This is an optimization exercise on Yosys and OpenROAD, whose aim is small area, a short achievable clock period and few clock cycles per item, not a production implementation. The RTL was checked by simulation tests, not by an equivalence proof against the original design. Power figures rest on the tool's default switching activity, not on a simulated workload.

<file path="flow/config.mk">
export PLATFORM = sky130hd
export DESIGN_NAME = gw_mem_gateway
export DESIGN_NICKNAME = gw_mem_gateway
export VERILOG_FILES = /design/flow/design.v
export SDC_FILE = /design/flow/constraint.sdc
export NUM_CORES = 4
export LEC_CHECK = 0
export CAP_MARGIN = 20
export CORE_MARGIN = 2
export CORE_UTILIZATION = 25
export PLACE_DENSITY = 0.5
export SLEW_MARGIN = 20
export SYNTH_MEMORY_MAX_BITS = 16384
</file>
<file path="flow/run.sh">
#!/bin/bash
# synth_recipe.tcl (not shown) runs the flow's synth.tcl, then flattens the netlist and writes it again
# the make line also repeats each setting of config.mk as NAME=value (left out here)
make -C /OpenROAD-flow-scripts/flow DESIGN_CONFIG=/design/flow/config.mk WORK_HOME=/design/flow/orfs CLKGATE_MAP_FILE= SYNTH_SCRIPT=/design/flow/synth_recipe.tcl finish
</file>
<file path="flow/design.v">
`timescale 1ns/1ps
package gw_pkg;
  typedef logic [20-1:0] gw_addr_t;
  typedef logic [32-1:0] gw_data_t;
  typedef logic [4-1:0] gw_finish_t;
  typedef enum logic
  {
    GW_OP_READ  = 1'b0,
    GW_OP_WRITE = 1'b1
  } gw_op_e;
  typedef struct packed
  {
    gw_op_e   op;
    gw_addr_t addr;
    gw_data_t data;
  } gw_cmd_s;
  typedef struct packed
  {
    gw_op_e   op;
    gw_addr_t addr;
    gw_data_t data;
  } gw_resp_s;
  typedef enum logic [1:0]
  {
    DISP_IDLE = 2'd0,
    DISP_HOST = 2'd1,
    DISP_MEM  = 2'd2
  } gw_disp_state_e;
endpackage
`timescale 1ns/1ps
`timescale 1ns/1ps
`timescale 1ns/1ps
`timescale 1ns/1ps
`timescale 1ns/1ps
module gw_mem_gateway
(
  input  logic                      clk_i,
  input  logic                      arst_n_i,
  input  logic                      cmd_valid_i,
  input  logic                      cmd_op_i,
  input  logic [20-1:0] cmd_addr_i,
  input  logic [32-1:0] cmd_data_i,
  output logic                      cmd_ready_o,
  output logic                      resp_valid_o,
  output logic                      resp_op_o,
  output logic [20-1:0] resp_addr_o,
  output logic [32-1:0] resp_data_o,
  input  logic                      resp_ready_i,
  output logic [4-1:0]   finish_o
);
  localparam int AW    = 20;
  localparam int DW    = 32;
  localparam int WORDS = 128;
  localparam int IDX_W = $clog2(WORDS);
  localparam int FIN_W = (4 > 1) ? $clog2(4) : 1;
  logic          s_valid_q;
  logic          a_valid_q;
  logic          r_valid_q;
  logic          clr_q;
  logic          accept;
  logic          r_free;
  logic          a_load;
  logic          s_op_q;
  logic [AW-1:0] s_addr_q;
  logic [DW-1:0] s_data_q;
  logic          a_op_q;
  logic [AW-1:0] a_addr_q;
  logic [DW-1:0] a_data_q;
  logic          r_op_q;
  logic [AW-1:0] r_addr_q;
  logic [DW-1:0] r_data_q;
  logic [4-1:0] finish_q;
  assign cmd_ready_o = ~s_valid_q;
  assign accept      = cmd_valid_i & ~s_valid_q;
  assign r_free      = ~r_valid_q | resp_ready_i;
  assign a_load      = ~a_valid_q | r_free;
  always_ff @(posedge clk_i or negedge arst_n_i)
  begin
    if (!arst_n_i)
    begin
      s_valid_q <= 1'b0;
      a_valid_q <= 1'b0;
      r_valid_q <= 1'b0;
      clr_q     <= 1'b1;
    end
    else
    begin
      clr_q <= 1'b0;
      if (a_load)
      begin
        a_valid_q <= s_valid_q | accept;
      end
      s_valid_q <= s_valid_q ? ~a_load : (accept & ~a_load);
      if (r_free)
      begin
        r_valid_q <= a_valid_q;
      end
    end
  end
  always_ff @(posedge clk_i)
  begin
    if (!s_valid_q)
    begin
      s_op_q   <= cmd_op_i;
      s_addr_q <= cmd_addr_i;
      s_data_q <= cmd_data_i;
    end
  end
  always_ff @(posedge clk_i)
  begin
    if (a_load)
    begin
      a_op_q   <= s_valid_q ? s_op_q   : cmd_op_i;
      a_addr_q <= s_valid_q ? s_addr_q : cmd_addr_i;
      a_data_q <= s_valid_q ? s_data_q : cmd_data_i;
    end
  end
  logic             a_is_mem;
  logic [IDX_W-1:0] a_idx;
  logic             mem_we;
  logic [DW-1:0]    wdata;
  logic [DW-1:0]    rd_word;
  logic [DW-1:0]    a_result;
  logic [WORDS-1:0][DW-1:0] mem_q;
  assign a_is_mem = a_addr_q[AW-1];
  assign a_idx    = a_addr_q[IDX_W+1:2];
  assign mem_we   = a_valid_q & a_op_q & a_is_mem;
  assign wdata    = clr_q ? '0 : a_data_q;
  for (genvar w = 0; w < WORDS; w++)
  begin : g_word
    always_ff @(posedge clk_i)
    begin
      if (clr_q || (mem_we && (a_idx == IDX_W'(w))))
      begin
        mem_q[w] <= wdata;
      end
    end
  end
  assign rd_word = mem_q[a_idx];
  always_comb
  begin
    if (a_is_mem)
    begin
      a_result = a_op_q ? '0 : rd_word;
    end
    else
    begin
      a_result = (!a_op_q && (a_addr_q == 20'h00104)) ? DW'(finish_q) : '0;
    end
  end
  always_ff @(posedge clk_i or negedge arst_n_i)
  begin
    if (!arst_n_i)
    begin
      finish_q <= '0;
    end
    else if (a_valid_q && a_op_q && (a_addr_q == 20'h00100))
    begin
      finish_q[a_data_q[FIN_W-1:0]] <= 1'b1;
    end
  end
  always_ff @(posedge clk_i)
  begin
    if (r_free)
    begin
      r_op_q   <= a_op_q;
      r_addr_q <= a_addr_q;
      r_data_q <= a_result;
    end
  end
  assign resp_valid_o = r_valid_q;
  assign resp_op_o    = r_op_q;
  assign resp_addr_o  = r_addr_q;
  assign resp_data_o  = r_data_q;
  assign finish_o     = finish_q;
endmodule
</file>
<file path="flow/constraint.sdc">
create_clock -name core_clock -period 7.0 [get_ports {clk_i}]
set_input_delay 1.4000 -clock core_clock [delete_from_list [all_inputs] [get_ports {clk_i}]]
set_output_delay 1.4000 -clock core_clock [all_outputs]
set_load 0.01 [all_outputs]
</file>
==> key figures, run 1 <==
Run status
  • Status: timing/DRC/antenna clean

Synth
  • Mapped Cells: 7,314
  • Multiplexer share of the synthesized area: 0.152
  • Avg Cell Area, Syn: 22.3 sq um
  • Post-Syn Area: 163,000 sq um
  • Largest family of logic cells by synthesized area: multiplexers
  • Ys async rst share: 0.00188
  • Mapped Nets: 7,371
  • Simple logic cell fraction of the synthesized area: 0.0155
  • #FFs+latches synth: 4,263
  • Post-synth cell types: 70
  • Adder-cell share of the synthesized area: 0
  • Yosys warning total: 1
  • Synth Area in Compound Gates: 0.0344
  • Xor and xnor area share after synthesis: 0
  • Most used DFF post-synth: edfxtp_1
  • Seq/Total Area, Yosys: 0.782
  • Post-synth EDFFs: 4,202

Cells and area
  • Design area: 191,000 sq um
  • Post-route insts no fill: 16,873
  • Fin nets: 7,890
  • Commonest non-fill, non-tap cell in the layout: edfxtp_1
  • Most frequent cells in the layout: edfxtp_1, mux4_2, clkbuf_16
  • Post-Route Utilization: 0.294
  • FILL cells: 62,971
  • Share of cells above drive strength 1: 0.271
  • Area growth, synth to finish: 17.3%

Global routing
  • First-pass GRT wire length: 734 mm
  • Antenna violations before repair: 48
  • GRT Total Usage: 0.161
  • Global route total overflow: 0
  • Largest net degree at the start of global routing: 129
  • Vias in the first global route: 81,650

Detailed routing
  • Antenna Violating Nets Remaining: 0
  • # DRC: 0
  • Total wire length: 548 mm
  • Via count: 82,776
  • DR vias/cell: 4.91
  • Avg WL per Cell: 32.5 um
  • Drt pass-1 iters: 8
  • Initial DRC count: 11,951

Timing
  • TNS Setup: 0 ns
  • RSZ-0062 raised after global routing: no
  • Min Hold Slack: 0.453 ns
  • Final hold vios: 0
  • Crit path time final: 5.36 ns
  • FMAX: 0.186 GHz
  • Fin worst setup slack: 1.64 ns
  • Fin crit share: 0.766
  • Count of pins over their slew limit: 0
  • Final setup fails: 0
  • Relative slew slack: 0.133
  • Worst clock skew: 0.108 ns
  • Measured slew at the worst slew-check pin: 1.30 ns

Clock network
  • Sink Count: 4,263
  • Num CTS Buffers: 439
  • Clk root buf: clkbuf_16
  • Skew-Pair Late Insertion Delay: 1.07 ns
  • Setup Fix Bufs, Post-CTS: 0
  • Hold_buf cts: 0
  • H-tree Lvls: 5
  • Clock buffer depth: 4
  • Post-CTS sizing: 0
  • CTS tree: built
  • Worst-path clk slew: 0.06 ns

Setup path
  • Flop-to-flop setup slack: 1.64 ns
  • Reg2reg start: a_addr_q[4]
  • Type of destination of the critical path: register
  • Arr. time, crit path: 6.28 ns
  • Critical Path RT: 7.91 ns
  • Critical path type: reg2reg
  • Setup crit start: a_addr_q[4]
  • Critical path launch point type: register
  • Number of cells on the worst reg-to-reg path: 7
  • Crit Path Max Fanout: 72
  • Reg2Reg Capture Point: r_data_q[2]
  • CP Capture Point: r_data_q[2]

Placement
  • Post-DP HPWL: 338 mm
  • Placed Area: 177,000 sq um
  • Port-buffer cells: 115
  • Dpl cells: 16,029
  • Gpl congestion: 0.896
  • Worst slack at placement: 1.56 ns

Power and ir drop
  • Total power: 62.3 mW
  • Peak supply drop: 0.249 mV
  • Static Leak: 63.9 nW
  • P per Cell Area: 326 nW/um^2

Floorplanning
  • Die Height: 811 um
  • Core area: 650,000 sq um
  • Starting Density: 0.251
  • Die area: 658,000 sq um
  • Num ports: 116
  • DIE WIDTH: 811 um
  • # rows: 296

Worst hold path
  • HP Class: reg2reg

Job
  • Reported max-cap violation count: 0
==> synth_stat cells, types with 68 or more instances <==
cell type  instances  area share
mux4_2           897        0.12
clkbuf_1         154      0.0035
nand3_1           80      0.0025
mux2_2           106      0.0073
nor2b_1           68      0.0026
mux2i_1          343       0.021
a22oi_1          259       0.012
buf_2             88      0.0027
a21o_1            90      0.0041
nand2_1          148      0.0034
edfxtp_1        4202        0.77
a21oi_1          111      0.0034
buf_4             75      0.0035
==> cell families after synthesis <==
group,count (synthesis)
flops,4263
mux,1346
simple gates,496
buf+inv,424
other cells,1
compound gates,784
==> power breakdown <==
part           internal (mW)  switching [mW]  total (mW)
registers               30.6           0.636        31.2
logic                   2.70            5.37        8.07
clock network           12.9            10.1        23.0
==> per-layer routing <==
layer / part of all wire / routed length (um) / vias to the layer above / GRT usage
li1: - / - / 32205 / -
met1: 0.40 / 220000 / 45465 / 0.217
met2: 0.47 / 257000 / 4256 / 0.260
met3: 0.084 / 46000 / 842 / 0.0281
met4: 0.044 / 24200 / 8 / 0.0610
met5: 0.00012 / 63 / - / 0
==> worst min path at each step <==
stage                            start      endpoint  cells past startpoint
after global routing      a_addr_q[10]  r_addr_q[10]                      0
after CTS                 a_addr_q[10]  r_addr_q[10]                      0
final                      a_addr_q[9]   r_addr_q[9]                      0
after floorplan           a_addr_q[11]  r_addr_q[11]                      0
after detailed placement  a_addr_q[10]  r_addr_q[10]                      0
after global placement     a_addr_q[1]   r_addr_q[1]                      0
==> cell type report <==
| type | count | area, sq um | area share |
|---|---|---|---|
| Timing Repair Buffer | 497 | 4600 | 0.0241 |
| Inverter | 5 | 23.8 | 0.000124 |
| Multi-Input combinational cell | 2627 | 34100 | 0.179 |
| Clock buffer | 544 | 11600 | 0.0605 |
| Clock inverter | 266 | 2420 | 0.0127 |
| Antenna cell | 29 | 72.6 | 0.000380 |
| Sequential cell | 4263 | 127000 | 0.667 |
| Tap cell | 8642 | 10800 | 0.0566 |
==> critical path: stages, from the launching register on <==
cell and delay (ns):
edfxtp_1 0.89, buf_12 0.66, nand2_1 0.50, or2_2 0.70, a2111oi_0 1.04, nor4_1 0.30
a221oi_1 0.92, a21o_1 0.18
==> sequential cells by signal, indices dropped and copies added, names as in the netlist <==
name and flops:
s_valid_q 1, s_addr_q 20, clr_q 1, a_data_q 32
mem_q 4096, s_op_q 1, finish_q 4, s_data_q 32
r_data_q 32, r_op_q 1, a_addr_q 20, a_op_q 1
r_valid_q 1, a_valid_q 1, r_addr_q 20
Testbench counts, summed over its fixed seeds: cycles 20,016, items 20,000.
==> run 2: changes to the inputs <==
--- a/flow/config.mk
+++ b/flow/config.mk
@@ -11,3 +11,5 @@
 export PLACE_DENSITY = 0.5
+export SETUP_SLACK_MARGIN = 1.5
 export SLEW_MARGIN = 20
 export SYNTH_MEMORY_MAX_BITS = 16384
+export TNS_END_PERCENT = 5
==> run 2 against run 1 <==
Non-clock buffer count increased by 1. Power about the same. Sequential share of layout area about the same. Still clean on timing, DRC and antenna. Sequential power about the same. Hold slack about the same. Largest cell class unchanged. Clock power about the same. Area after synthesis unchanged. First-iteration DRC count increased by 0.18%. Clock-buffer cell count unchanged. Largest power group unchanged. Clock skew decreased by 0.0023 ns.
==> key figures, run 2 <==
Floorplanning
  • Num ports: 116 (unchanged)
  • Die area: 658,000 sq um (unchanged)
  • Die Height: 811 um (unchanged)
  • DIE WIDTH: 811 um (unchanged)
  • Core area: 650,000 sq um (unchanged)
  • # rows: 296 (unchanged)
  • Starting Density: 0.251 (unchanged)

Synth
  • Yosys top cell area share: 0.775 (unchanged)
  • Largest family of logic cells by synthesized area: multiplexers (unchanged)
  • Post-synth cell types: 70 (unchanged)
  • Post-Syn Area: 163,000 sq um (unchanged)
  • Mapped Cells: 7,314 (unchanged)
  • Leading area contributor after synthesis: edfxtp_1 (unchanged)
  • Adder-cell share of the synthesized area: 0 (unchanged)
  • Yosys warning total: 1 (unchanged)
  • Commonest cells in the netlist: edfxtp_1, mux4_2, mux2i_1 (unchanged)
  • Seq/Total Area, Yosys: 0.782 (unchanged)
  • Multiplexer share of the synthesized area: 0.152 (unchanged)
  • Most used DFF post-synth: edfxtp_1 (unchanged)
  • Avg Cell Area, Syn: 22.3 sq um (unchanged)
  • Top post-synthesis cells by area: edfxtp_1, mux4_2, mux2i_1 (unchanged)
  • Simple logic cell fraction of the synthesized area: 0.0155 (unchanged)
  • Count leader, synth: edfxtp_1 (unchanged)
  • Post-synth EDFFs: 4,202 (unchanged)
  • Synth Area in Compound Gates: 0.0344 (unchanged)
  • Mapped Nets: 7,371 (unchanged)
  • Ys async rst share: 0.00188 (unchanged)
  • #FFs+latches synth: 4,263 (unchanged)
  • Xor and xnor area share after synthesis: 0 (unchanged)

Setup path
  • Arr. time, crit path: 6.41 ns (was 6.28 ns)
  • Slowest stage delay, CP: 1.09 ns (was 1.04 ns)
  • CP cell instances: buf_12, nand2_1, or2_2, a2111oi_0, nor4_1, a221oi_1, a21o_1 (unchanged)
  • Critical path launch point type: register (unchanged)
  • Crit Path Max Fanout: 72 (unchanged)
  • Crit path max-delay cell type: a2111oi_0 (unchanged)
  • Critical Path RT: 7.91 ns (about the same)
  • Top delay family on crit path: compound AO/OA/AOI/OAI gates (unchanged)
  • Buf+Inv Stages, Crit Path: 1 (unchanged)
  • Type of destination of the critical path: register (unchanged)
  • Critical path type: reg2reg (unchanged)

Clock network
  • Skew-Pair Late Insertion Delay: 1.07 ns (about the same)
  • Clk root buf: clkbuf_16 (unchanged)
  • CTS tree: built (unchanged)
  • H-tree Lvls: 5 (unchanged)
  • Clock buffer depth: 4 (unchanged)
  • Sink Count: 4,263 (unchanged)
  • Worst-path clk slew: 0.06 ns (about the same)
  • Hold_buf cts: 0 (unchanged)
  • Num CTS Buffers: 439 (unchanged)

Timing
  • Worst clock skew: 0.106 ns (was 0.108 ns)
  • Min Hold Slack: 0.453 ns (about the same)
  • Count of pins over their slew limit: 0 (unchanged)
  • Final hold vios: 0 (unchanged)
  • Relative slew slack: 0.141 (was 0.133)
  • Fin crit share: 0.785 (was 0.766)
  • RSZ-0062 raised after global routing: no (unchanged)
  • TNS Setup: 0 ns (unchanged)
  • Crit path time final: 5.50 ns (was 5.36 ns)
  • Measured slew at the worst slew-check pin: 1.28 ns (was 1.30 ns)
  • FMAX: 0.182 GHz (was 0.186 GHz)
  • Final setup fails: 0 (unchanged)

Cells and area
  • Top reg by flops: mem_q (unchanged)
  • FF+latch area: 127,000 sq um (unchanged)
  • Max reg flops: 4,096 (unchanged)
  • Share of cells above drive strength 1: 0.271 (about the same)
  • Area growth, synth to finish: 17.3% (about the same)
  • Most frequent cells in the layout: edfxtp_1, mux4_2, clkbuf_16 (unchanged)
  • FILL cells: 62,969 (was 62,971)
  • Commonest non-fill, non-tap cell in the layout: edfxtp_1 (unchanged)
  • Post-Route Utilization: 0.294 (about the same)
  • Multi-input gate area: 34,100 sq um (unchanged)
  • Fin nets: 7,891 (was 7,890)
  • Post-route insts no fill: 16,874 (was 16,873)

Worst hold path
  • HP Class: reg2reg (unchanged)

Global routing
  • GRT Total Usage: 0.161 (unchanged)
  • First-pass GRT wire length: 734 mm (unchanged)
  • Antenna violations before repair: 48 (unchanged)
  • Vias in the first global route: 81,650 (unchanged)
  • Global route total overflow: 0 (unchanged)
  • Largest net degree at the start of global routing: 129 (unchanged)

Job
  • Reported max-cap violation count: 0 (unchanged)

Detailed routing
  • Avg WL per Cell: 32.4 um (was 32.5 um)
  • Total wire length: 547 mm (was 548 mm)
  • # DRC: 0 (unchanged)
  • DR vias/cell: 4.92 (was 4.91)
  • Antenna Violating Nets Remaining: 0 (unchanged)
  • Via count: 82,955 (was 82,776)
  • Drt pass-1 iters: 6 (was 8)
  • Initial DRC count: 11,972 (was 11,951)

Placement
  • Port-buffer cells: 115 (unchanged)
  • Post-DP HPWL: 338 mm (unchanged)
  • Gpl congestion: 0.896 (unchanged)
  • Dpl cells: 16,029 (unchanged)

Power and ir drop
  • Total power: 62.3 mW (about the same)
  • Peak supply drop: 0.248 mV (was 0.249 mV)
  • Static Leak: 63.9 nW (about the same)
  • P per Cell Area: 326 nW/um^2 (about the same)

Run status
  • Status: timing/DRC/antenna clean (unchanged)
## run 2: cell counts after synthesis
No cell type changed its count.
## run 2: worst reg2reg max path, cell delays in order, from the launching register on
cell       delay [ns]
edfxtp_1         0.89
buf_12           0.68
nand2_1          0.56
or2_2            0.71
a2111oi_0        1.09
nor4_1           0.30
a221oi_1         0.97
a21o_1           0.18
## run 2: where the power goes
part / leakage (nW) / internal, mW / switching, mW
Combinational: 13.7 / 2.70 / 5.38
Clock: 6.82 / 12.9 / 10.1
Sequential: 43.3 / 30.6 / 0.629
Total: 63.9 / 46.2 / 16.1
## run 2: logic make-up (layout without fill, tap and decap cells)
| logic type | after synthesis | after routing |
|---|---|---|
| DFF | 4263 | 4263 |
| muxes | 1346 | 1346 |
| other | 1 | 30 |
| AOI/OAI and AO/OA | 784 | 784 |
| and+or+nand+nor | 496 | 496 |
| buffers and inverters | 424 | 1313 |
## run 2: repair_timing
item                                    4_1_cts  5_1_grt
resized for setup                             0        0
endpoints found under the setup margin        0        1
setup buffers                                 0        1
## run 2: final timing paths
check	startpoint	end	slack (ns)	cells after the start
max in group asynchronous	arst_n_i	s_valid_q	6.02	1
worst min register to register	a_addr_q[9]	r_addr_q[9]	0.45	0
min in group asynchronous	arst_n_i	finish_q[1]	0.64	1
worst min-delay path	a_addr_q[9]	r_addr_q[9]	0.45	0
worst max-delay path	a_addr_q[4]	r_data_q[2]	1.50	7
worst max register to register	a_addr_q[4]	r_data_q[2]	1.50	7
## run 2: cell type report
cell class	count	share of cell area
Tap cell	8642	0.0566
Inverter	5	0.000124
Clock inverter	266	0.0127
Multi-Input combinational cell	2627	0.179
Sequential cell	4263	0.667
Antenna cell	29	0.000380
Clock buffer	544	0.0605
Timing Repair Buffer	498	0.0241
## run 2: stage by stage
step                      setup WS [ns]  cell area (sq um)
after floorplan                    2.45             163000
after global placement             1.13             176000
after detailed placement           1.56             177000
after CTS                          1.56             191000
after global routing               1.81             191000
final                              1.50             191000
## run 2: layer usage
metal	up-vias	wire length, um	track usage
met1	45618	221000	0.217
met3	876	45500	0.0281
li1	32193	-	-
met2	4260	257000	0.260
met4	8	24700	0.0610
met5	-	63	0

separate check: timing with driven ports:
The flow's constraints put no driver on any port. The routed layouts listed below were extracted and timed again, unchanged, in two steps.
Step 1 sets driving cells, clkbuf_16 on the clock port and buf_2 on the other inputs (assumed; they add their load-dependent delay and slew).
Step 2 adds t to the input delays and takes it off the output delays; t is the mean of the earliest and latest rising clock arrival at the registers after step 1. Input paths then give back, and output paths get back, about the clock's delay inside the block.
a / b / c = ideal / step 1 / step 2; a / b = the first two.
run | t, ns | setup slack, ns | worst setup path after step 2 | worst data-port slew with drivers (ns) | pins driven straight from the clock port
run 1 | 1.139 | 1.636 / 1.636 / 1.636 | register to register | 0.09 | 1
run 2 | 1.139 | 1.504 / 1.504 / 1.504 | register to register | 0.09 | 1
After both steps every run listed still meets setup and hold.
